What follows belongs to an exercise in optimizing a design on an open flow for small area, a short achievable clock period and few clock cycles; a production flow would make more cautious choices. In this exercise RTL edits were held to simulation tests only and were not proved equivalent to the original. No activity file was given, so power comes from the tool's default toggle rates.

### flow/constraint.sdc
create_clock -name core_clock -period 10.0 [get_ports {i_clk}]
set_input_delay 2.0000 -clock core_clock [delete_from_list [all_inputs] [get_ports {i_clk}]]
set_output_delay 2.0000 -clock core_clock [all_outputs]
set_load 0.01 [all_outputs]
### flow/standard.sh
#!/bin/bash
# synth_recipe.tcl (not shown) runs the flow's synth.tcl, then flattens the netlist and writes it again
# the make line also repeats each setting of config.mk as NAME=value (left out here)
make -C /OpenROAD-flow-scripts/flow DESIGN_CONFIG=/design/flow/config.mk WORK_HOME=/design/flow/orfs CLKGATE_MAP_FILE= SYNTH_SCRIPT=/design/flow/synth_recipe.tcl "${@:-finish}"
### flow/config.mk
export PLATFORM = sky130hd
export DESIGN_NAME = fpga_sys_top
export DESIGN_NICKNAME = fpga_sys_top
export VERILOG_FILES = /design/flow/design.v
export SDC_FILE = /design/flow/constraint.sdc
export NUM_CORES = 4
export LEC_CHECK = 0
export CAP_MARGIN = 20
export CORE_MARGIN = 2
export CORE_UTILIZATION = 40
export PLACE_DENSITY = 0.5
export SLEW_MARGIN = 20
export SYNTH_MEMORY_MAX_BITS = 16384
### flow/flow/run.sh
#!/bin/bash
set -euo pipefail
export BUFFER_PORTS_ARGS="-buffer_cell sky130_fd_sc_hd__buf_2"
bash standard.sh SETUP_SLACK_MARGIN=6.5 "BUFFER_PORTS_ARGS=$BUFFER_PORTS_ARGS" finish > standard_flow.log 2>&1
### flow/design.v
package fpga_sys_pkg;
	localparam int LINE_W = 128;  
	localparam int MASK_W = 16;  
	localparam int ADDR_W = 32;  
	localparam int LINE_OFS = 4;  
	localparam int LINE_IDX_W = ADDR_W - LINE_OFS;  
	localparam int IO_AW = 14;  
	localparam int IO_DW = 32;
	localparam int LED_W = 3;
	localparam logic [IO_AW-1:0] LED_BASE = 14'h3f80;  
	typedef enum logic {
		CMD_READ = 1'b0,
		CMD_WRITE = 1'b1
	} cmd_e;
	typedef enum logic {
		MST_UART = 1'b0,
		MST_DC = 1'b1
	} master_e;
endpackage
`timescale 1ns/100ps
module bus_arbiter #(
	parameter int LW = 5  
) (
	input logic i_clk,
	input logic i_rst_n,
	input logic i_uart_wstart_rq,
	input logic i_uart_rstart_rq,
	input logic [fpga_sys_pkg::ADDR_W-1:0] i_uart_win_addr,
	input logic [fpga_sys_pkg::ADDR_W-1:0] i_uart_rin_addr,
	input logic [fpga_sys_pkg::LINE_W-1:0] i_uart_in_wdata,
	input logic [fpga_sys_pkg::MASK_W-1:0] i_uart_in_mask,
	output logic o_uart_finish_wresp,
	output logic o_uart_finish_mrd,
	output logic o_uart_rdat_m_valid,
	output logic [fpga_sys_pkg::LINE_W-1:0] o_uart_rdat_m_data,
	input logic i_dc_wstart_rq,
	input logic i_dc_rstart_rq,
	input logic [fpga_sys_pkg::ADDR_W-1:0] i_dc_win_addr,
	input logic [fpga_sys_pkg::ADDR_W-1:0] i_dc_rin_addr,
	input logic [fpga_sys_pkg::LINE_W-1:0] i_dc_in_wdata,
	input logic [fpga_sys_pkg::MASK_W-1:0] i_dc_in_mask,
	output logic o_dc_finish_wresp,
	output logic o_dc_finish_mrd,
	output logic o_dc_rdat_m_valid,
	output logic [fpga_sys_pkg::LINE_W-1:0] o_dc_rdat_m_data,
	output logic o_dc_rqfull,
	output logic [(1<<LW)-1:0] o_wsel,
	output logic [fpga_sys_pkg::LINE_W-1:0] o_wdata,
	output logic [fpga_sys_pkg::MASK_W-1:0] o_wmask,
	output logic [(1<<LW)-1:0] o_rsel,
	input logic [fpga_sys_pkg::LINE_W-1:0] i_rd_data
);
localparam int NLINE = 1 << LW;
fpga_sys_pkg::master_e own;  
logic uart_pend;  
logic dc_pend;
fpga_sys_pkg::cmd_e uart_type;  
fpga_sys_pkg::cmd_e dc_type;
logic uart_fw, uart_fr;  
logic dc_fw, dc_fr;
logic dc_out;  
logic uart_wr, uart_rd;  
logic dc_wr, dc_rd;
logic uart_srv, dc_srv;  
logic uart_pend_n, dc_pend_n;
fpga_sys_pkg::master_e own_n;
logic [LW-1:0] rline;
assign uart_wr = i_uart_wstart_rq | (uart_pend & (uart_type == fpga_sys_pkg::CMD_WRITE));
assign uart_rd = i_uart_rstart_rq | (uart_pend & (uart_type == fpga_sys_pkg::CMD_READ));
assign dc_wr = i_dc_wstart_rq | (dc_pend & (dc_type == fpga_sys_pkg::CMD_WRITE));
assign dc_rd = i_dc_rstart_rq | (dc_pend & (dc_type == fpga_sys_pkg::CMD_READ));
assign uart_srv = (own == fpga_sys_pkg::MST_UART);
assign dc_srv = (own == fpga_sys_pkg::MST_DC);
assign uart_pend_n = (uart_wr | uart_rd) & ~uart_srv;
assign dc_pend_n = (dc_wr | dc_rd) & ~dc_srv;
always_comb begin
	if (uart_pend_n)
		own_n = fpga_sys_pkg::MST_UART;
	else if (dc_pend_n)
		own_n = fpga_sys_pkg::MST_DC;
	else if (uart_fw | uart_fr)
		own_n = fpga_sys_pkg::MST_UART;
	else if (dc_fw | dc_fr)
		own_n = fpga_sys_pkg::MST_DC;
	else if (uart_srv & (uart_wr | uart_rd))
		own_n = fpga_sys_pkg::MST_DC;
	else if (dc_srv & (dc_wr | dc_rd))
		own_n = fpga_sys_pkg::MST_UART;
	else
		own_n = own;
end
always_ff @(posedge i_clk or negedge i_rst_n) begin
	if (!i_rst_n) begin
		own <= fpga_sys_pkg::MST_UART;
		uart_pend <= 1'b0;
		dc_pend <= 1'b0;
		uart_type <= fpga_sys_pkg::CMD_READ;
		dc_type <= fpga_sys_pkg::CMD_READ;
		uart_fw <= 1'b0;
		uart_fr <= 1'b0;
		dc_fw <= 1'b0;
		dc_fr <= 1'b0;
		dc_out <= 1'b0;
	end else begin
		own <= own_n;
		uart_pend <= uart_pend_n;
		dc_pend <= dc_pend_n;
		if (i_uart_wstart_rq | i_uart_rstart_rq)
			uart_type <= i_uart_wstart_rq ? fpga_sys_pkg::CMD_WRITE : fpga_sys_pkg::CMD_READ;
		if (i_dc_wstart_rq | i_dc_rstart_rq)
			dc_type <= i_dc_wstart_rq ? fpga_sys_pkg::CMD_WRITE : fpga_sys_pkg::CMD_READ;
		uart_fw <= uart_srv & uart_wr;
		uart_fr <= uart_srv & uart_rd;
		dc_fw <= dc_srv & dc_wr;
		dc_fr <= dc_srv & dc_rd;
		if (i_dc_wstart_rq | i_dc_rstart_rq)
			dc_out <= 1'b1;
		else if (dc_fw | dc_fr)
			dc_out <= 1'b0;
	end
end
assign o_wdata = uart_srv ? i_uart_in_wdata : i_dc_in_wdata;
assign o_wmask = uart_srv ? i_uart_in_mask : i_dc_in_mask;
assign rline = uart_srv ? i_uart_rin_addr[fpga_sys_pkg::LINE_OFS +: LW]
	: i_dc_rin_addr[fpga_sys_pkg::LINE_OFS +: LW];
always_comb begin
	for (int l = 0; l < NLINE; l++) begin
		o_wsel[l] = uart_srv ? (uart_wr & (i_uart_win_addr[fpga_sys_pkg::LINE_OFS +: LW] == l[LW-1:0]))
			: (dc_wr & (i_dc_win_addr[fpga_sys_pkg::LINE_OFS +: LW] == l[LW-1:0]));
		o_rsel[l] = (rline == l[LW-1:0]);
	end
end
assign o_dc_rqfull = dc_out;
assign o_uart_finish_wresp = uart_fw;
assign o_uart_finish_mrd = uart_fr;
assign o_uart_rdat_m_valid = uart_fr;
assign o_uart_rdat_m_data = i_rd_data;  
assign o_dc_finish_wresp = dc_fw;
assign o_dc_finish_mrd = dc_fr;
assign o_dc_rdat_m_valid = dc_fr;
assign o_dc_rdat_m_data = i_rd_data;
endmodule
`timescale 1ns/100ps
module line_mem_ctrl #(
	parameter int MEM_AW = 6  
) (
	input logic i_clk,
	input logic [(1<<MEM_AW)-1:0] i_wsel,  
	input logic [fpga_sys_pkg::LINE_W-1:0] i_wdata,
	input logic [fpga_sys_pkg::MASK_W-1:0] i_wmask,
	input logic [(1<<MEM_AW)-1:0] i_rsel,  
	output logic [fpga_sys_pkg::LINE_W-1:0] o_rd_data
);
localparam int MEM_DEPTH = 1 << MEM_AW;
logic [fpga_sys_pkg::LINE_W-1:0] mem_array [0:MEM_DEPTH-1];
logic [fpga_sys_pkg::LINE_W-1:0] rd_mux;
logic [fpga_sys_pkg::LINE_W-1:0] rd_q;
always_ff @(posedge i_clk) begin
	for (int l = 0; l < MEM_DEPTH; l++) begin
		for (int b = 0; b < fpga_sys_pkg::MASK_W; b++) begin
			if (i_wsel[l] & !i_wmask[b])
				mem_array[l][b*8 +: 8] <= i_wdata[b*8 +: 8];
		end
	end
end
always_comb begin
	rd_mux = '0;
	for (int l = 0; l < MEM_DEPTH; l++)
		rd_mux = rd_mux | (mem_array[l] & {fpga_sys_pkg::LINE_W{i_rsel[l]}});
end
always_ff @(posedge i_clk) begin
	rd_q <= rd_mux;
end
assign o_rd_data = rd_q;
endmodule
`timescale 1ns/100ps
module io_led (
	input logic i_clk,
	input logic i_rst_n,
	input logic i_dma_io_we,
	input logic [fpga_sys_pkg::IO_AW-1:0] i_dma_io_wadr,
	input logic [fpga_sys_pkg::IO_DW-1:0] i_dma_io_wdata,
	input logic [fpga_sys_pkg::IO_AW-1:0] i_dma_io_radr,
	input logic [fpga_sys_pkg::IO_DW-1:0] i_dma_io_rdata_in,
	output logic [fpga_sys_pkg::IO_DW-1:0] o_dma_io_rdata,
	output logic [fpga_sys_pkg::LED_W-1:0] o_rgb_led,
	output logic [fpga_sys_pkg::LED_W-1:0] o_rgb_led1,
	output logic [fpga_sys_pkg::LED_W-1:0] o_rgb_led2,
	output logic [fpga_sys_pkg::LED_W-1:0] o_rgb_led3
);
logic [fpga_sys_pkg::LED_W-1:0] led_q [0:3];
logic wr_hit;
logic rd_hit;
logic [fpga_sys_pkg::IO_DW-1:0] rdata_q;
assign wr_hit = i_dma_io_we &
	(i_dma_io_wadr[fpga_sys_pkg::IO_AW-1:2] == fpga_sys_pkg::LED_BASE[fpga_sys_pkg::IO_AW-1:2]);
assign rd_hit =
	(i_dma_io_radr[fpga_sys_pkg::IO_AW-1:2] == fpga_sys_pkg::LED_BASE[fpga_sys_pkg::IO_AW-1:2]);
always_ff @(posedge i_clk or negedge i_rst_n) begin
	if (!i_rst_n) begin
		for (int i = 0; i < 4; i++)
			led_q[i] <= '0;  
	end else if (wr_hit) begin
		led_q[i_dma_io_wadr[1:0]] <= i_dma_io_wdata[fpga_sys_pkg::LED_W-1:0];
	end
end
always_ff @(posedge i_clk or negedge i_rst_n) begin
	if (!i_rst_n)
		rdata_q <= '0;
	else if (rd_hit)
		rdata_q <= {{(fpga_sys_pkg::IO_DW-fpga_sys_pkg::LED_W){1'b0}},
			led_q[i_dma_io_radr[1:0]]};
	else
		rdata_q <= i_dma_io_rdata_in;
end
assign o_dma_io_rdata = rdata_q;
assign o_rgb_led = led_q[0];
assign o_rgb_led1 = led_q[1];
assign o_rgb_led2 = led_q[2];
assign o_rgb_led3 = led_q[3];
endmodule
`timescale 1ns/100ps
module fpga_sys_top #(
	parameter int MEM_AW = 5,
	parameter int RD_LAT = 1  
) (
	input logic i_clk,
	input logic i_rst_n,
	input logic i_uart_wstart_rq,
	input logic i_uart_rstart_rq,
	input logic [fpga_sys_pkg::ADDR_W-1:0] i_uart_win_addr,
	input logic [fpga_sys_pkg::ADDR_W-1:0] i_uart_rin_addr,
	input logic [fpga_sys_pkg::LINE_W-1:0] i_uart_in_wdata,
	input logic [fpga_sys_pkg::MASK_W-1:0] i_uart_in_mask,
	output logic o_uart_finish_wresp,
	output logic o_uart_finish_mrd,
	output logic o_uart_rdat_m_valid,
	output logic [fpga_sys_pkg::LINE_W-1:0] o_uart_rdat_m_data,
	input logic i_dc_wstart_rq,
	input logic i_dc_rstart_rq,
	input logic [fpga_sys_pkg::ADDR_W-1:0] i_dc_win_addr,
	input logic [fpga_sys_pkg::ADDR_W-1:0] i_dc_rin_addr,
	input logic [fpga_sys_pkg::LINE_W-1:0] i_dc_in_wdata,
	input logic [fpga_sys_pkg::MASK_W-1:0] i_dc_in_mask,
	output logic o_dc_finish_wresp,
	output logic o_dc_finish_mrd,
	output logic o_dc_rdat_m_valid,
	output logic [fpga_sys_pkg::LINE_W-1:0] o_dc_rdat_m_data,
	output logic o_dc_rqfull,
	input logic i_dma_io_we,
	input logic [fpga_sys_pkg::IO_AW-1:0] i_dma_io_wadr,
	input logic [fpga_sys_pkg::IO_DW-1:0] i_dma_io_wdata,
	input logic [fpga_sys_pkg::IO_AW-1:0] i_dma_io_radr,
	input logic [fpga_sys_pkg::IO_DW-1:0] i_dma_io_rdata_in,
	output logic [fpga_sys_pkg::IO_DW-1:0] o_dma_io_rdata,
	output logic [fpga_sys_pkg::LED_W-1:0] o_rgb_led,
	output logic [fpga_sys_pkg::LED_W-1:0] o_rgb_led1,
	output logic [fpga_sys_pkg::LED_W-1:0] o_rgb_led2,
	output logic [fpga_sys_pkg::LED_W-1:0] o_rgb_led3
);
logic [(1<<MEM_AW)-1:0] wsel;
logic [fpga_sys_pkg::LINE_W-1:0] wdata;
logic [fpga_sys_pkg::MASK_W-1:0] wmask;
logic [(1<<MEM_AW)-1:0] rsel;
logic [fpga_sys_pkg::LINE_W-1:0] rd_data;
bus_arbiter #(.LW(MEM_AW)) u_arb (
	.i_clk(i_clk),
	.i_rst_n(i_rst_n),
	.i_uart_wstart_rq(i_uart_wstart_rq),
	.i_uart_rstart_rq(i_uart_rstart_rq),
	.i_uart_win_addr(i_uart_win_addr),
	.i_uart_rin_addr(i_uart_rin_addr),
	.i_uart_in_wdata(i_uart_in_wdata),
	.i_uart_in_mask(i_uart_in_mask),
	.o_uart_finish_wresp(o_uart_finish_wresp),
	.o_uart_finish_mrd(o_uart_finish_mrd),
	.o_uart_rdat_m_valid(o_uart_rdat_m_valid),
	.o_uart_rdat_m_data(o_uart_rdat_m_data),
	.i_dc_wstart_rq(i_dc_wstart_rq),
	.i_dc_rstart_rq(i_dc_rstart_rq),
	.i_dc_win_addr(i_dc_win_addr),
	.i_dc_rin_addr(i_dc_rin_addr),
	.i_dc_in_wdata(i_dc_in_wdata),
	.i_dc_in_mask(i_dc_in_mask),
	.o_dc_finish_wresp(o_dc_finish_wresp),
	.o_dc_finish_mrd(o_dc_finish_mrd),
	.o_dc_rdat_m_valid(o_dc_rdat_m_valid),
	.o_dc_rdat_m_data(o_dc_rdat_m_data),
	.o_dc_rqfull(o_dc_rqfull),
	.o_wsel(wsel),
	.o_wdata(wdata),
	.o_wmask(wmask),
	.o_rsel(rsel),
	.i_rd_data(rd_data)
);
line_mem_ctrl #(.MEM_AW(MEM_AW)) u_mem (
	.i_clk(i_clk),
	.i_wsel(wsel),
	.i_wdata(wdata),
	.i_wmask(wmask),
	.i_rsel(rsel),
	.o_rd_data(rd_data)
);
io_led u_led (
	.i_clk(i_clk),
	.i_rst_n(i_rst_n),
	.i_dma_io_we(i_dma_io_we),
	.i_dma_io_wadr(i_dma_io_wadr),
	.i_dma_io_wdata(i_dma_io_wdata),
	.i_dma_io_radr(i_dma_io_radr),
	.i_dma_io_rdata_in(i_dma_io_rdata_in),
	.o_dma_io_rdata(o_dma_io_rdata),
	.o_rgb_led(o_rgb_led),
	.o_rgb_led1(o_rgb_led1),
	.o_rgb_led2(o_rgb_led2),
	.o_rgb_led3(o_rgb_led3)
);
endmodule
==> notes.md, run 1 <==
worst path cell trace=buf_8 > clkinvlp_4 > a32o_4 > buf_12 > buf_6 > buf_16 > a222oi_1 > nand2_1 > a211oi_4 > nand4_1; met2 wire length=between 200000 and 300000 um; clk sink count=between 4000 and 5000; finished layout cell area=around 0.19 mm^2; PortBufs=around 680; # DRC=0; met3 WL=between 30000 and 40000 um; Synth area leaders=edfxtp_1 (77%), a22oi_1 (4.4%), a221oi_1 (2.8%); clock transition at the registers of the reported paths=~0.060 ns; die area=0.405 mm^2; CP Launch Type=input pin; total power=51.2 mW; ys async rst share=0.0126; worst rel slew slack=0.287; sequential cell area fraction in the yosys report=0.794; dpl ws=3.78 ns; grt total ovfl=0; root buffer cell=clkbuf_16; synthesized area per cell=around 17 um^2; GRT Overall Usage=0.240; Metal-1 WL=a little over 200000 um; DR vias/cell=just under 6; first-pass GRT wire length=approximately 700000 um; Clk Latency, worst-skew pair=1.00 ns; Die Span Y=~640 um; Routed WL=between 500000 and 600000 um; Lkg Pwr=59.7 nW; final worst slack=~6.4 ns; maximum VDD drop=between 200 and 250 uV; placed wire-length estimate=about 280000 um; crit-path max cell delay=0.40 ns; die width=636 um; Arr. time, crit path=4.41 ns; Worst path slowest cell=a32o_4; Worst Path Max Fanout=34; Slew @ Worst Pin=around 1.1 ns; main flop type after synthesis=edfxtp_1; CP top delay family=compound AO/OA/AOI/OAI gates; TritonCTS buffer count=447; max frequency=~280 MHz; Placer Congestion=roughly 0.8; via count=94300; fin cells=15800; Hold WC Path Type=flop to flop; Initial DRT Pass Iterations=9; syn nets=roughly 10000; Mapped Cells=9594; number of synthesized flops with an enable pin=slightly above 4000; share of cells above drive strength 1=0.253; Inst Count DP=approximately 15000; Starting Density=0.401; hold slack=roughly 0.52 ns; area grow syn2layout=19.6%; most numerous cell in the Yosys netlist=edfxtp_1; 1st-iter DRT viols=between 10000 and 15000; Req. time, crit path=10.78 ns; placed cell areas=between 0.15 and 0.2 mm^2; Final setup viols=0; Ports=approximately 800; final core occ=0.480; max-cap violation count=0; cell area after synthesis=between 0.15 and 0.2 mm^2; row cnt=approximately 230; clock tree buffer depth=4; Final min period=approximately 3.6 ns; Routed Antenna Nets=0; core area=around 0.40 mm^2; sum of negative setup slack=0 ns; fin crit share=0.363; fin nets=~11000; WL/cell=32.4 um; synth warn=5; CTS tree=yes; H-tree level count=5; vias in the first global route=just over 90000; kind of critical path=input pin to flop; Worst Setup End Kind=flop; status=no timing/DRC/antenna violations; share of the synthesized area in the top cell type=0.769; largest net degree at the start of global routing=about 110; max-slew violation count=0; DR top layer=met5; Synth Register Bits=approximately 4300; Layout Skew=roughly 0.053 ns; crit path buf inv count=5; post-synth top area cell=edfxtp_1; RSZ-0062 raised after global routing=true; Post-synth top cells=edfxtp_1 (4096), a22oi_1 (929), nor2_1 (655), clkbuf_1 (537), a21oi_1 (518); cell area power density=268 mW/mm^2; initial antenna violation count=19; Yosys cell types=53; endpoints failing hold=0
==> power breakdown <==
part | internal (mW) | switching [mW]
Combinational | 3.80 | 8.57
Clock | 9.53 | 6.98
Sequential | 21.9 | 0.475
==> logic make-up (layout without fill, tap and decap cells) <==
logic type,Yosys count,after routing,share of synthesized area
buffers and inverters,893,1826,0.0257
other,0,5,0
DFF,4278,4278,0.794
AOI/OAI and AO/OA,2745,2750,0.127
muxes,162,162,0.0116
and+or+nand+nor,1516,1523,0.0422
==> what timing repair did <==
action / CTS / global route
pin swaps: 53 / 61
gates resized for setup: 814 / 175
setup endpoints to repair: 4218 / 848
cloned: 45 / 22
hold buffers: 0 / 0
buffers inserted: 78 / 23
hold endpoints to repair: 0 / 0
==> path summary, 6_finish.rpt <==
kind / end / slack, ns / depth (start not counted) / from
min in group asynchronous: u_led.rdata_q[17] / 1.06 / 1 / i_rst_n
setup / recovery: u_mem.rd_q[69] / 6.37 / 10 / i_dc_rin_addr[5]
setup reg to reg: u_mem.mem_array[17][94] / 6.68 / 5 / u_arb.own
hold / removal: u_arb.dc_out / 0.52 / 1 / u_arb.dc_out
max in group asynchronous: u_arb.own / 8.41 / 1 / i_rst_n
hold reg to reg: u_arb.dc_out / 0.52 / 1 / u_arb.dc_out
==> state kept, by name, summed over array words and instances (netlist names) <==
| signal | flops |
|---|---|
| u_arb.dc_fr | 1 |
| u_arb.dc_fw | 1 |
| u_arb.dc_out | 1 |
| u_arb.dc_pend | 1 |
| u_arb.dc_type | 1 |
| u_arb.own | 1 |
| u_arb.uart_fr | 1 |
| u_arb.uart_fw | 1 |
| u_arb.uart_pend | 1 |
| u_arb.uart_type | 1 |
| u_led.led_q | 12 |
| u_led.rdata_q | 32 |
| u_mem.mem_array | 4096 |
| u_mem.rd_q | 128 |
==> placed cells by master, fill, tap and decap left out, types with 128 or more instances in the layout <==
cell type	count
mux2_2	146
buf_4	132
nand2_1	389
edfxtp_1	4096
a21o_1	128
a22oi_1	894
and3_1	128
a222oi_1	256
a221oi_1	496
nand4_1	129
a21oi_1	495
o22ai_1	252
nor3_1	132
nor2_1	151
buf_6	251
nor2_4	322
buf_2	471
clkbuf_16	468
nor2_2	182
==> layer usage <==
layer,vias to the layer above,global-route usage
met2,3801,0.409
li1,40500,-
met3,705,0.0375
met4,8,0.0649
met1,49300,0.320
met5,-,0
==> cell type report <==
| type | instances | area (um^2) |
|---|---|---|
| fillers | 33200 | 207000 |
| well taps | 5265 | 6590 |
| flip-flops and latches | 4278 | 127000 |
| multi-input cells | 4435 | 33500 |
| clock inverters | 252 | 2490 |
| inverters | 6 | 30.0 |
| clock buffers | 583 | 12100 |
| repair buffers | 985 | 9340 |
| diodes | 5 | 12.5 |
Testbench counts, summed over its fixed seeds: cycles 2,592.
==> run 2, diff against run 1 <==
--- a/flow/config.mk
+++ b/flow/config.mk
@@ -9,4 +9,6 @@
 export CORE_MARGIN = 2
 export CORE_UTILIZATION = 40
+export CTS_CLUSTER_DIAMETER = 80
+export CTS_CLUSTER_SIZE = 24
 export PLACE_DENSITY = 0.5
 export SLEW_MARGIN = 20
==> notes.md, run 2 <==
status=no timing/DRC/antenna violations; most numerous cell in the Yosys netlist=edfxtp_1; Largest regs=u_mem.mem_array (4096), u_mem.rd_q (128), u_led.rdata_q (32); Worst Setup End Kind=flop; area grow syn2layout=14.5%; share of cells above drive strength 1=0.227; Hold-fix buffers, CTS=0; Yosys cell types=53; worst rel slew slack=0.149; H-tree level count=4; DR vias/cell=about 6.0; number of synthesized flops with an enable pin=a little over 4000; Clk Latency, worst-skew pair=around 0.98 ns; clock tree buffer depth=4; Initial DRT Pass Iterations=9; Worst path slowest cell=a221oi_1; crit-path max cell delay=0.53 ns; most frequent cells in the layout=edfxtp_1 (4096), a22oi_1 (893), a21oi_1 (493); Top reg by flops=u_mem.mem_array; Routed Antenna Nets=0; grt total ovfl=0; fin cells=between 15000 and 20000; syn nets=between 10000 and 15000; maximum VDD drop=206 uV; PortBufs=around 680; Final min period=between 3 and 4 ns; die area=between 0.4 and 0.5 mm^2; finished layout cell area=between 0.15 and 0.2 mm^2; initial antenna violation count=15; final worst slack=roughly 6.2 ns; Post-synth top cells=edfxtp_1 (4096), a22oi_1 (929), nor2_1 (655), clkbuf_1 (537), a21oi_1 (518); 1st-iter DRT viols=between 10000 and 15000; cell area power density=between 200 and 250 mW/mm^2; via count=92500; clock transition at the registers of the reported paths=about 0.09 ns; # DRC=0; first-pass GRT wire length=691000 um; final core occ=0.460; sum of negative setup slack=0 ns; Ports=between 800 and 900; fin nets=10400; max-slew violation count=0; ys async rst share=0.0126; clk sink count=4278; core area=roughly 0.4 mm^2; largest net degree at the start of global routing=about 110; Final setup viols=0; Placer Congestion=0.784; Layout Skew=0.0478 ns; Worst Path Max Fanout=about 110; Synth Register Bits=between 4000 and 5000; CTS tree=yes; RSZ-0062 raised after global routing=true; crit path buf inv count=3; dpl ws=3.78 ns; main flop type after synthesis=edfxtp_1; row cnt=232; placed cell areas=about 0.17 mm^2; Routed WL=approximately 510000 um; Lkg Pwr=55.6 nW; fin crit share=0.375; die width=between 600 and 700 um; endpoints failing hold=0; worst path cell trace=buf_2 > nor2b_4 > a21oi_4 > clkbuf_8 > buf_16 > a221oi_1 > nor2_1 > a21oi_2 > nand4_1; max-cap violation count=0; total power=44.6 mW; Arr. time, crit path=roughly 4.6 ns; most common cell after layout, fill and taps aside=edfxtp_1; Mapped Cells=9594; CP Launch Type=input pin; share of the synthesized area in the top cell type=0.769; hold slack=~0.53 ns; Die Span Y=636 um; GRT Overall Usage=0.238; synth warn=5; WL/cell=33.1 um; max frequency=around 270 MHz; synthesized area per cell=about 17 um^2; Slew @ Worst Pin=1.28 ns; Hold WC Path Type=flop to flop; TritonCTS buffer count=211; Starting Density=0.401; max reg flops=4096; Inst Count DP=between 10000 and 15000; root buffer cell=clkbuf_16; kind of critical path=input pin to flop; post-synth top area cell=edfxtp_1; sequential cell area fraction in the yosys report=0.794; Synth area leaders=edfxtp_1 (77%), a22oi_1 (4.4%), a221oi_1 (2.8%); cell area after synthesis=~0.16 mm^2; placed wire-length estimate=between 200000 and 300000 um; Req. time, crit path=10.81 ns; CP top delay family=compound AO/OA/AOI/OAI gates; vias in the first global route=between 90000 and 100k
## run 2: cell counts after synthesis
Identical to the previous run, type by type.
## run 2: final cells by class
| type | count | area [um^2] |
|---|---|---|
| fill | 33900 | 215000 |
| sequential | 4278 | 127000 |
| multi-input combinational | 4436 | 33500 |
| timing repair buffer | 974 | 9280 |
| tap | 5265 | 6590 |
| clock buffer | 341 | 5990 |
| clock inverter | 45 | 465 |
| inverter | 6 | 30.0 |
| antenna | 10 | 25.0 |
## run 2: worst paths after layout
check	startpoint	endpoint	slack, ns	depth (start not counted)
worst max-delay path	i_uart_rin_addr[8]	u_mem.rd_q[73]	6.25	9
worst min-delay path	u_arb.dc_out	u_arb.dc_out	0.53	1
worst max register to register	u_arb.own	u_mem.mem_array[12][61]	6.64	5
worst min register to register	u_arb.dc_out	u_arb.dc_out	0.53	1
max in group asynchronous	i_rst_n	u_arb.own	8.41	1
min in group asynchronous	i_rst_n	u_led.rdata_q[15]	1.06	1
## run 2: cells by family (layout without fill, tap and decap cells)
family / count (synthesis) / count (layout) / share of synthesized area
muxes: 162 / 162 / 0.0116
buffers and inverters: 893 / 1366 / 0.0257
DFF: 4278 / 4278 / 0.794
AOI/OAI and AO/OA: 2745 / 2750 / 0.127
and+or+nand+nor: 1516 / 1524 / 0.0422
other: 0 / 10 / 0
## run 2: report_power, final
part | total, mW | switching [mW] | internal (mW)
registers | 22.3 | 0.478 | 21.8
clock network | 9.93 | 5.68 | 4.24
logic | 12.4 | 8.58 | 3.79
## run 2: routing by layer
layer  GRT usage  wire length [um]  up-vias
li1            -                 -    39800
met2       0.410            254000     3353
met1       0.321            206000    48800
met5           0                65        -
met4      0.0563             15000       10
met3      0.0332             34200      533
## run 2: repair_timing
action	CTS	global route
gates resized for setup	820	194
cloned	45	18
pin swaps	48	70
setup endpoints to repair	4241	890
setup buffers	75	20
==> run 3, diff against run 2 <==
--- a/flow/config.mk
+++ b/flow/config.mk
@@ -6,5 +6,5 @@
 export NUM_CORES = 4
 export LEC_CHECK = 0
-export CAP_MARGIN = 20
+export CAP_MARGIN = 50
 export CORE_MARGIN = 2
 export CORE_UTILIZATION = 40
==> notes.md, run 3 <==
GR Layer Usage met1=0.322; initial antenna violation count=22; max reg flops=roughly 4000; Post-synth top cells=edfxtp_1 (4096), a22oi_1 (929), nor2_1 (655), clkbuf_1 (537), a21oi_1 (518); Lkg Pwr=~57 nW; max frequency=approximately 270 MHz; Req. time, crit path=10.79 ns; Final min period=between 3 and 4 ns; row cnt=approximately 230; Most common cell on crit path=buf_6; Slew @ Worst Pin=~0.93 ns; PortBufs=684; Routed Antenna Nets=0; die area=a little over 0.4 mm^2; Mapped Cells=around 9600; core area=around 0.40 mm^2; 1st-iter DRT viols=approximately 11000; share of the synthesized area in the top cell type=0.769; endpoints failing hold=0; Top reg by flops=u_mem.mem_array; vias in the first global route=slightly above 90000; Layout Skew=around 0.048 ns; reg-to-reg slack, setup=around 6.6 ns; crit-path max cell delay=approximately 0.36 ns; final core occ=0.465; Largest regs=u_mem.mem_array (4096), u_mem.rd_q (128), u_led.rdata_q (32); via count=93300; status=no timing/DRC/antenna violations; Clk Latency, worst-skew pair=1.00 ns; Die Span Y=636 um; synthesized area per cell=approximately 17 um^2; Starting Density=0.401; share of cells above drive strength 1=0.234; TritonCTS buffer count=~210; worst rel slew slack=0.382; clock transition at the registers of the reported paths=approximately 0.09 ns; met2 usage=0.408; most frequent cells in the layout=edfxtp_1 (4096), a22oi_1 (893), a21oi_1 (499); sum of negative setup slack=0 ns; most common cell after layout, fill and taps aside=edfxtp_1; most numerous cell in the Yosys netlist=edfxtp_1; first-pass GRT wire length=689000 um; Hold Path Cell Cnt=1; gr busiest metal=met2; Crit Reg-Reg Endpoint=u_mem.rd_q[95]; CTS tree=yes; worst path cell trace=buf_6 > nor3_4 > or2_4 > buf_16 > buf_6 > buf_12 > a221oi_1 > nor2_1 > a21oi_1 > nand4_1; GRT Overall Usage=0.237; grt total ovfl=0; number of synthesized flops with an enable pin=roughly 4100; Hold WC Path Type=flop to flop; H-tree level count=4; clk sink count=4278; sequential cell area fraction in the yosys report=0.794; cell area power density=about 240 mW/mm^2; reg2reg path depth=9; finished layout cell area=0.186 mm^2; # DRC=0; Arr. time, crit path=4.48 ns; root buffer cell=clkbuf_16; Critical Path Start=i_uart_rin_addr[4]; main flop type after synthesis=edfxtp_1; RSZ-0062 raised after global routing=true; Worst path slowest cell=or2_4; Filler cells=33800; CP Launch Type=input pin; Worst Path Max Fanout=47; max-slew violation count=0; clock tree buffer depth=4; area grow syn2layout=16.0%; Multi-input gate area=approximately 0.033 mm^2; Placer Congestion=about 0.78; fin crit share=0.369; Routed WL=510000 um; WL/cell=about 33 um; cell area after synthesis=roughly 0.16 mm^2; syn nets=about 10000; r2r startpoint=u_arb.own; max-cap violation count=0; ys async rst share=0.0126; total power=45.1 mW; Initial DRT Pass Iterations=10; maximum VDD drop=~300 uV; Final setup viols=0; placed wire-length estimate=292000 um; largest net degree at the start of global routing=about 140; die width=approximately 640 um; met3 usage=0.0267; Hold-fix buffers, CTS=0; Yosys cell types=between 50 and 60; post-synth top area cell=edfxtp_1; kind of critical path=input pin to flop; Ports=approximately 820; DR vias/cell=between 5 and 6; fin nets=10600; Worst Setup End Kind=flop; synth warn=5; Synth area leaders=edfxtp_1 (77%), a22oi_1 (4.4%), a221oi_1 (2.8%); Critical Path Sink=u_mem.rd_q[69]; Synth Register Bits=between 4000 and 5000; register area=0.127 mm^2; placed cell areas=0.173 mm^2
-- run 3: cell counts after synthesis --
Identical to the previous run, type by type.
-- run 3: power by group --
part	internal [mW]	switching [mW]
logic	4.13	8.62
registers	21.8	0.466
clock network	4.42	5.66
-- run 3: per-stage QoR --
| stage | cells | hold slack (ns) | setup WS (ns) |
|---|---|---|---|
| 3_5_place_dp | 15000 | 0.483 | 4.32 |
| 3_3_place_gp | 14800 | 0.472 | 3.83 |
| 6_report | 15500 | 0.533 | 6.31 |
| 2_1_floorplan | 9594 | 0.483 | 6.30 |
| 5_1_grt | 15500 | 0.543 | 6.38 |
| 4_1_cts | 15500 | 0.533 | 6.27 |
-- run 3: cells by family (layout without fill, tap and decap cells) --
logic type             count (synthesis)  in the layout  synth area share
flip-flops                          4278           4278             0.794
AO/OA/AOI/OAI                       2745           2747             0.127
AND/OR/NAND/NOR                     1516           1521            0.0422
buffers and inverters                893           1564            0.0257
multiplexers                         162            162            0.0116
other                                  0             12                 0
-- run 3: area by class of cell --
class | instances | area share
Multi-Input combinational cell | 4430 | 0.178
Antenna cell | 12 | 0.000162
Clock inverter | 44 | 0.00379
Inverter | 6 | 0.000169
Sequential cell | 4278 | 0.686
Tap cell | 5265 | 0.0355
Clock buffer | 319 | 0.0313
Timing Repair Buffer | 1195 | 0.0656
-- run 3: layer usage --
| metal | vias up | wire length (um) |
|---|---|---|
| met2 | 3530 | 254000 |
| li1 | 40200 | - |
| met3 | 533 | 34400 |
| met4 | 4 | 15000 |
| met1 | 49000 | 206000 |
| met5 | - | 27 |
-- run 3: repair_timing --
item	in CTS	in global routing
resized for setup	640	142
pin swaps	72	104
setup buffers	90	33
gates cloned	42	23
setup endpoints to repair	3920	695
-- run 3: worst min path at each step --
stage	to	from
after floorplan	u_arb.dc_type	u_arb.dc_type
after global placement	u_arb.dc_out	u_arb.dc_out
after detailed placement	u_arb.dc_out	u_arb.dc_out
after CTS	u_arb.dc_out	u_arb.dc_out
after global routing	u_arb.dc_out	u_arb.dc_out
final	u_arb.dc_out	u_arb.dc_out
-- run 3: worst max-delay path, delay by kind of cell --
kind                   cells  cell delay, ns
buffers and inverters      4            0.89
AND/OR/NAND/NOR            4            0.80
AO/OA/AOI/OAI              2            0.63
==> run 4, diff against run 3 <==
==> flow/flow/run.sh (replaced) <==
#!/bin/bash
set -euo pipefail
export BUFFER_PORTS_ARGS="-buffer_cell sky130_fd_sc_hd__buf_2"
bash standard.sh SETUP_SLACK_MARGIN=6.4 "BUFFER_PORTS_ARGS=$BUFFER_PORTS_ARGS" finish > standard_flow.log 2>&1
--- a/flow/config.mk
+++ b/flow/config.mk
@@ -6,5 +6,5 @@
 export NUM_CORES = 4
 export LEC_CHECK = 0
-export CAP_MARGIN = 50
+export CAP_MARGIN = 20
 export CORE_MARGIN = 2
 export CORE_UTILIZATION = 40
==> notes.md, run 4 <==
vias in the first global route=between 80000 and 90000; largest net degree at the start of global routing=between 150 and 200; total power=around 44 mW; Top reg by flops=u_mem.mem_array; Crit Reg-Reg Endpoint=u_mem.mem_array[6][114]; number of synthesized flops with an enable pin=between 4000 and 5000; first-pass GRT wire length=~700000 um; max-cap violation count=0; kind of critical path=input pin to flop; max frequency=266 MHz; fin nets=10400; Multi-input gate area=around 0.034 mm^2; reg-to-reg slack, setup=6.43 ns; Hold Path Cell Cnt=1; Die Span Y=636 um; placed wire-length estimate=277000 um; cell area after synthesis=0.160 mm^2; GRT Overall Usage=0.241; # DRC=0; TritonCTS buffer count=about 210; most numerous cell in the Yosys netlist=edfxtp_1; most frequent cells in the layout=edfxtp_1 (4096), a22oi_1 (895), buf_2 (658); Synth Register Bits=approximately 4300; dpl ws=3.60 ns; Lkg Pwr=55.3 nW; Req. time, crit path=roughly 11 ns; endpoints failing hold=0; Ports=approximately 820; share of synthesized area spent on multiplexers=0.0116; CTS tree=yes; Worst Path Max Fanout=about 110; Clk Latency, worst-skew pair=1.00 ns; share of the synthesized area in the top cell type=0.769; Post-synth top cells=edfxtp_1 (4096), a22oi_1 (929), nor2_1 (655), clkbuf_1 (537), a21oi_1 (518); maximum VDD drop=approximately 200 uV; Synth area leaders=edfxtp_1 (77%), a22oi_1 (4.4%), a221oi_1 (2.8%); share of cells above drive strength 1=0.216; PortBufs=684; sum of negative setup slack=0 ns; fin cells=approximately 15000; final worst slack=6.24 ns; die area=between 0.4 and 0.5 mm^2; Initial DRT Pass Iterations=10; Routed Antenna Nets=0; clk sink count=around 4300; Layout Skew=about 0.055 ns; status=no timing/DRC/antenna violations; root buffer cell=clkbuf_16; area grow syn2layout=13.8%; initial antenna violation count=15; cell area power density=around 240 mW/mm^2; Clock Power Share=0.226; Final setup viols=0; NetSw=between 10 and 15 mW; Post-Synth Adder-Cell Area=0; Placer Congestion=about 0.79; ys async rst share=0.0126; main flop type after synthesis=edfxtp_1; Critical Path Sink=u_mem.rd_q[45]; grt total ovfl=0; Worst Setup End Kind=flop; register area=roughly 0.13 mm^2; Starting Density=0.401; H-tree level count=4; Arr. time, crit path=around 4.6 ns; clock transition at the registers of the reported paths=0.09 ns; post-synthesis xor/xnor area fraction=0; max-slew violation count=0; Inst Count DP=between 10000 and 15000; Largest regs=u_mem.mem_array (4096), u_mem.rd_q (128), u_led.rdata_q (32); sequential share of power=0.500; Slew @ Worst Pin=around 1.3 ns; DR vias/cell=6.03; Yosys cell types=53; internal power=around 29 mW; post-synth top area cell=edfxtp_1; Comb pwr share=0.274; worst rel slew slack=0.147; syn nets=10100; synth warn=5; Switching Share=0.335; RSZ-0062 raised after global routing=true; via count=around 90000; reg2reg path depth=7; Filler cells=between 30000 and 40000; largest family of logic cells by synthesized area=compound AO/OA/AOI/OAI gates; fin crit share=0.376; WL/cell=between 30 and 40 um; Mapped Cells=9594; 1st-iter DRT viols=approximately 11000; clock tree buffer depth=4; die width=~640 um; Hold WC Path Type=flop to flop; final core occ=0.457; row cnt=232; r2r startpoint=u_arb.own; Routed WL=between 500000 and 600000 um; Final min period=3.76 ns; HP Start=u_arb.dc_type; synthesized area per cell=around 17 um^2; Critical Path Start=i_uart_rin_addr[8]; most common cell after layout, fill and taps aside=edfxtp_1; core area=between 0.3 and 0.4 mm^2; post-synthesis simple-gate area fraction=0.0422; Compound-Gate Fraction of Synth Area=0.127; Hold-fix buffers, CTS=0; sequential cell area fraction in the yosys report=0.794; CP Launch Type=input pin; max reg flops=around 4000
## run 4: area by class of cell
class	count	area share
Clock inverter	53	0.00351
Timing Repair Buffer	980	0.0452
Antenna cell	7	0.0000962
Sequential cell	4278	0.698
Inverter	6	0.000144
Multi-Input combinational cell	4440	0.185
Clock buffer	315	0.0320
Tap cell	5265	0.0362
## run 4: repair_timing
| item | CTS | global route |
|---|---|---|
| cloned | 50 | 9 |
| pin swaps | 88 | 55 |
| gates resized for setup | 540 | 138 |
| buffers inserted | 74 | 35 |
| endpoints found under the setup margin | 4941 | 1447 |
## run 4: worst min-delay path by stage
| stage | to | slack, ns |
|---|---|---|
| global route | u_arb.dc_out | 0.53 |
| global placement | u_arb.dc_type | 0.48 |
| detailed placement | u_arb.dc_type | 0.49 |
| finish | u_arb.dc_type | 0.51 |
| floorplan | u_arb.dc_type | 0.46 |
| CTS | u_arb.dc_type | 0.51 |
## run 4: routing by layer
metal	GRT usage	vias to the layer above	wire length (um)
li1	-	39700	-
met5	0	-	0
met3	0.0334	512	36000
met4	0.0726	0	17200
met1	0.334	48600	212000
met2	0.397	3676	245000
## run 4: per-stage QoR
stage	cell area (um^2)	hold WS, ns
global placement	170000	0.476
floorplan	162000	0.463
detailed placement	170000	0.490
global route	182000	0.529
CTS	181000	0.510
finish	182000	0.509
## run 4: worst max-delay path, stage by stage
cell and delay (ns):
buf_2 0.14, nor2b_4 0.16, a21o_4 0.27, buf_4 0.17, buf_12 0.16, a221oi_1 0.57
nor2_1 0.10, a21oi_1 0.27, nand4_1 0.24
## run 4: cell families (layout without fill, tap and decap cells)
kind of cell | after synthesis | count (layout)
flops | 4278 | 4278
buf+inv | 893 | 1354
compound gates | 2745 | 2751
simple gates | 1516 | 1527
other cells | 0 | 7
mux | 162 | 162
## run 4: power by group through the flow
stage	Clock [mW]	Combinational [mW]	Sequential (mW)
2_1_floorplan	0	6.29	22.4
3_3_place_gp	0	10.5	22.4
3_5_place_dp	0	10.6	22.5
4_1_cts	10.2	11.9	22.1
5_1_grt	10.8	12.8	22.2
6_report	9.99	12.1	22.1
==> run 5, diff against run 4 <==
--- a/flow/design.v
+++ b/flow/design.v
@@ -49,5 +49,6 @@
 	output logic [fpga_sys_pkg::MASK_W-1:0] o_wmask,
 	output logic [(1<<LW)-1:0] o_rsel,
-	input logic [fpga_sys_pkg::LINE_W-1:0] i_rd_data
+	input logic [fpga_sys_pkg::LINE_W-1:0] i_uart_rd_data,
+	input logic [fpga_sys_pkg::LINE_W-1:0] i_dc_rd_data
 );
 localparam int NLINE = 1 << LW;
@@ -59,4 +60,5 @@
 logic uart_fw, uart_fr;  
 logic dc_fw, dc_fr;
+logic uart_fin, dc_fin;  
 logic dc_out;  
 logic uart_wr, uart_rd;  
@@ -79,7 +81,7 @@
 	else if (dc_pend_n)
 		own_n = fpga_sys_pkg::MST_DC;
-	else if (uart_fw | uart_fr)
+	else if (uart_fin)
 		own_n = fpga_sys_pkg::MST_UART;
-	else if (dc_fw | dc_fr)
+	else if (dc_fin)
 		own_n = fpga_sys_pkg::MST_DC;
 	else if (uart_srv & (uart_wr | uart_rd))
@@ -101,4 +103,6 @@
 		dc_fw <= 1'b0;
 		dc_fr <= 1'b0;
+		uart_fin <= 1'b0;
+		dc_fin <= 1'b0;
 		dc_out <= 1'b0;
 	end else begin
@@ -114,7 +118,9 @@
 		dc_fw <= dc_srv & dc_wr;
 		dc_fr <= dc_srv & dc_rd;
+		uart_fin <= uart_srv & (uart_wr | uart_rd);
+		dc_fin <= dc_srv & (dc_wr | dc_rd);
 		if (i_dc_wstart_rq | i_dc_rstart_rq)
 			dc_out <= 1'b1;
-		else if (dc_fw | dc_fr)
+		else if (dc_fin)
 			dc_out <= 1'b0;
 	end
@@ -135,9 +141,9 @@
 assign o_uart_finish_mrd = uart_fr;
 assign o_uart_rdat_m_valid = uart_fr;
-assign o_uart_rdat_m_data = i_rd_data;  
+assign o_uart_rdat_m_data = i_uart_rd_data;  
 assign o_dc_finish_wresp = dc_fw;
 assign o_dc_finish_mrd = dc_fr;
 assign o_dc_rdat_m_valid = dc_fr;
-assign o_dc_rdat_m_data = i_rd_data;
+assign o_dc_rdat_m_data = i_dc_rd_data;
 endmodule
 `timescale 1ns/100ps
@@ -150,10 +156,12 @@
 	input logic [fpga_sys_pkg::MASK_W-1:0] i_wmask,
 	input logic [(1<<MEM_AW)-1:0] i_rsel,  
-	output logic [fpga_sys_pkg::LINE_W-1:0] o_rd_data
+	output logic [fpga_sys_pkg::LINE_W-1:0] o_uart_rd_data,
+	output logic [fpga_sys_pkg::LINE_W-1:0] o_dc_rd_data
 );
 localparam int MEM_DEPTH = 1 << MEM_AW;
 logic [fpga_sys_pkg::LINE_W-1:0] mem_array [0:MEM_DEPTH-1];
 logic [fpga_sys_pkg::LINE_W-1:0] rd_mux;
-logic [fpga_sys_pkg::LINE_W-1:0] rd_q;
+logic [fpga_sys_pkg::LINE_W-1:0] uart_rd_q;
+logic [fpga_sys_pkg::LINE_W-1:0] dc_rd_qn;
 always_ff @(posedge i_clk) begin
 	for (int l = 0; l < MEM_DEPTH; l++) begin
@@ -170,7 +178,9 @@
 end
 always_ff @(posedge i_clk) begin
-	rd_q <= rd_mux;
+	uart_rd_q <= rd_mux;
+	dc_rd_qn <= ~rd_mux;
 end
-assign o_rd_data = rd_q;
+assign o_uart_rd_data = uart_rd_q;
+assign o_dc_rd_data = ~dc_rd_qn;
 endmodule
 `timescale 1ns/100ps
@@ -263,5 +273,6 @@
 logic [fpga_sys_pkg::MASK_W-1:0] wmask;
 logic [(1<<MEM_AW)-1:0] rsel;
-logic [fpga_sys_pkg::LINE_W-1:0] rd_data;
+logic [fpga_sys_pkg::LINE_W-1:0] uart_rd_data;
+logic [fpga_sys_pkg::LINE_W-1:0] dc_rd_data;
 bus_arbiter #(.LW(MEM_AW)) u_arb (
 	.i_clk(i_clk),
@@ -292,5 +303,6 @@
 	.o_wmask(wmask),
 	.o_rsel(rsel),
-	.i_rd_data(rd_data)
+	.i_uart_rd_data(uart_rd_data),
+	.i_dc_rd_data(dc_rd_data)
 );
 line_mem_ctrl #(.MEM_AW(MEM_AW)) u_mem (
@@ -300,5 +312,6 @@
 	.i_wmask(wmask),
 	.i_rsel(rsel),
-	.o_rd_data(rd_data)
+	.o_uart_rd_data(uart_rd_data),
+	.o_dc_rd_data(dc_rd_data)
 );
 io_led u_led (
==> flow/flow/run.sh (replaced) <==
#!/bin/bash
set -euo pipefail
export BUFFER_PORTS_ARGS="-buffer_cell sky130_fd_sc_hd__buf_2"
bash standard.sh SETUP_SLACK_MARGIN=6.8 "BUFFER_PORTS_ARGS=$BUFFER_PORTS_ARGS" finish > standard_flow.log 2>&1
==> notes.md, run 5 <==
first-pass GRT wire length=between 800000 and 900000 um; placed wire-length estimate=307000 um; Clk Latency, worst-skew pair=1.02 ns; Routed WL=~680000 um; area grow syn2layout=30.9%; GRT Overall Usage=0.306; Hold WC Path Type=flop to flop; # DRC=0; max-slew violation count=0; reg2reg path depth=13; most frequent cells in the layout=edfxtp_1 (4096), a22oi_1 (815), nand3_1 (527); via count=approximately 110k; max frequency=approximately 270 MHz; Filler cells=approximately 33000; largest net degree at the start of global routing=113; worst path cell trace=buf_16 > buf_8 > buf_6 > nor4b_4 > o22a_4 > buf_6 > buf_12 > buf_16 > a22oi_2 > nand4_1 > a2111oi_4 > buf_4 > buf_6 > nand3_4; CTS tree=yes; vias in the first global route=103000; register area=0.130 mm^2; CP Launch Type=input pin; r2r startpoint=u_arb.own; endpoints failing hold=0; Hold-fix buffers, CTS=0; Worst Path Max Fanout=6; Req. time, crit path=10.89 ns; maximum VDD drop=just under 200 uV; post-synth top area cell=edfxtp_1; worst rel slew slack=0.242; Crit Reg-Reg Endpoint=u_mem.uart_rd_q[114]; cell area after synthesis=between 0.15 and 0.2 mm^2; kind of critical path=input pin to flop; Final setup viols=0; number of synthesized flops with an enable pin=between 4000 and 5000; share of cells above drive strength 1=0.402; clock tree buffer depth=4; Slew @ Worst Pin=1.14 ns; max-cap violation count=0; synthesized area per cell=16.1 um^2; H-tree level count=4; main flop type after synthesis=edfxtp_1; hold slack=0.502 ns; root buffer cell=clkbuf_16; reg-to-reg slack, setup=around 6.5 ns; placed cell areas=0.178 mm^2; initial antenna violation count=32; crit-path max cell delay=roughly 0.50 ns; max reg flops=around 4100; Ports=around 800; Worst Setup End Kind=flop; share of the synthesized area in the top cell type=0.750; clk sink count=4408; Synth Register Bits=approximately 4400; cell area power density=around 230 mW/mm^2; clock transition at the registers of the reported paths=about 0.090 ns; Placer Congestion=between 0.8 and 0.9; core area=about 0.41 mm^2; Die Span Y=about 640 um; Critical Path Sink=u_mem.uart_rd_q[114]; Top reg by flops=u_mem.mem_array; sequential cell area fraction in the yosys report=0.790; sum of negative setup slack=0 ns; status=no timing/DRC/antenna violations; Post-synth top cells=edfxtp_1 (4096), a22oi_1 (1306), nor2_1 (659), nand3_1 (642), clkbuf_1 (553); Yosys cell types=66; Initial DRT Pass Iterations=12; 1st-iter DRT viols=13700; row cnt=around 240; synth warn=5; PortBufs=between 600 and 700; Largest regs=u_mem.mem_array (4096), u_mem.dc_rd_qn (128), u_mem.uart_rd_q (128); ys async rst share=0.0127; total power=50.0 mW; finished layout cell area=between 0.2 and 0.25 mm^2; most common cell after layout, fill and taps aside=edfxtp_1; Arr. time, crit path=around 4.5 ns; Critical Path Start=i_uart_rin_addr[8]; Worst path slowest cell=a2111oi_4; die width=approximately 640 um; RSZ-0062 raised after global routing=true; Final min period=around 3.7 ns; grt total ovfl=0; Lkg Pwr=68.3 nW; most numerous cell in the Yosys netlist=edfxtp_1; fin crit share=0.365; syn nets=approximately 11000; Routed Antenna Nets=0; Starting Density=0.401; DR vias/cell=a little over 6; final core occ=0.525; Multi-input gate area=0.0451 mm^2; Synth area leaders=edfxtp_1 (75%), a22oi_1 (6.0%), dfxtp_1 (3.1%); Layout Skew=0.0557 ns; Most common cell on crit path=buf_6; Mapped Cells=around 10000; WL/cell=39.3 um; fin nets=roughly 12000; TritonCTS buffer count=220; die area=around 0.42 mm^2
## run 5: what timing repair did
item | in CTS | in global routing
setup buffers | 552 | 216
pin swaps | 706 | 454
hold endpoints to repair | 0 | 0
resized for setup | 2004 | 877
cloned | 276 | 53
endpoints found under the setup margin | 5540 | 1390
## run 5: worst min-delay path by stage
stage          cells after the start         start            to
2_1_floorplan                      1  u_arb.dc_fin  u_arb.dc_out
3_3_place_gp                       1  u_arb.dc_fin  u_arb.dc_out
3_5_place_dp                       1  u_arb.dc_fin  u_arb.dc_out
4_1_cts                            1  u_arb.dc_fin  u_arb.dc_out
5_1_grt                            1  u_arb.dc_fin  u_arb.dc_out
6_report                           1  u_arb.dc_fin  u_arb.dc_out
## run 5: kinds of logic after synthesis
kind of cell           after synthesis  synth area share
and+or+nand+nor                   2062            0.0605
muxes                              167            0.0116
AOI/OAI and AO/OA                 2624             0.116
DFF                               4408             0.790
buffers and inverters              901            0.0218
## run 5: cell type report
cell class                      count  share of cell area
Sequential cell                  4408               0.605
Multi-Input combinational cell   4894               0.210
Timing Repair Buffer             1960               0.118
Tap cell                         5451              0.0318
Clock buffer                      344              0.0293
Inverter                          131             0.00239
Clock inverter                     46             0.00236
Antenna cell                       18            0.000210
## run 5: power by group
part	switching [mW]	internal (mW)	leakage [nW]
Sequential	0.433	22.6	39.7
Combinational	10.4	6.04	25.3
Clock	6.10	4.48	3.29
## run 5: worst max-delay path: cells and delay by family
kind	cells	cell delay, ns
and+or+nand+nor	3	0.46
buffers and inverters	8	1.05
AOI/OAI and AO/OA	3	1.00
## run 5: metal layers
layer | track usage | wire (um)
met2 | 0.521 | 329000
met3 | 0.0490 | 55200
met1 | 0.370 | 241000
met5 | 0 | 97
met4 | 0.176 | 53800
## run 5: metrics by stage
| step | worst slack (ns) | std cells |
|---|---|---|
| floorplan | 6.16 | 10200 |
| detailed placement | 4.06 | 15700 |
| finish | 6.35 | 17300 |
| global route | 6.38 | 17200 |
| global placement | 3.96 | 15700 |
| CTS | 6.35 | 17000 |
Testbench counts of run 5, summed over its fixed seeds: cycles 2,592.

-- separate check: timing with driven ports --
The flow's constraints put no driver on any port. The routed layouts listed below were extracted and timed again, unchanged, in two steps.
Step 1: set_driving_cell puts a clkbuf_16 on i_clk and a buf_2 on each other input, an assumption about the parent block.
Step 2, shift: input delay + t, output delay - t, t = (earliest + latest rising clock arrival at the registers) / 2. This alone moves slack from input paths to output paths.
a / b / c = ideal ports / drivers / drivers and shift; a / b = the first two.
| run | t, ns | slack for setup (ns) | worst setup path at the end |
|---|---|---|---|
| run 1 | 1.089 | 6.369 / 6.353 / 5.313 | input to register |
| run 2 | 1.081 | 6.249 / 6.331 / 5.250 | input to register |
| run 3 | 1.080 | 6.308 / 6.336 / 5.257 | input to register |
| run 4 | 1.070 | 6.238 / 6.293 / 5.223 | input to register |
| run 5 | 1.107 | 6.347 / 5.979 / 4.872 | input to register |
After both steps every run listed still meets setup and hold. The setup slack of run 5, which loses most, moves by -0.368 ns with the drivers and by -1.475 ns with both steps.
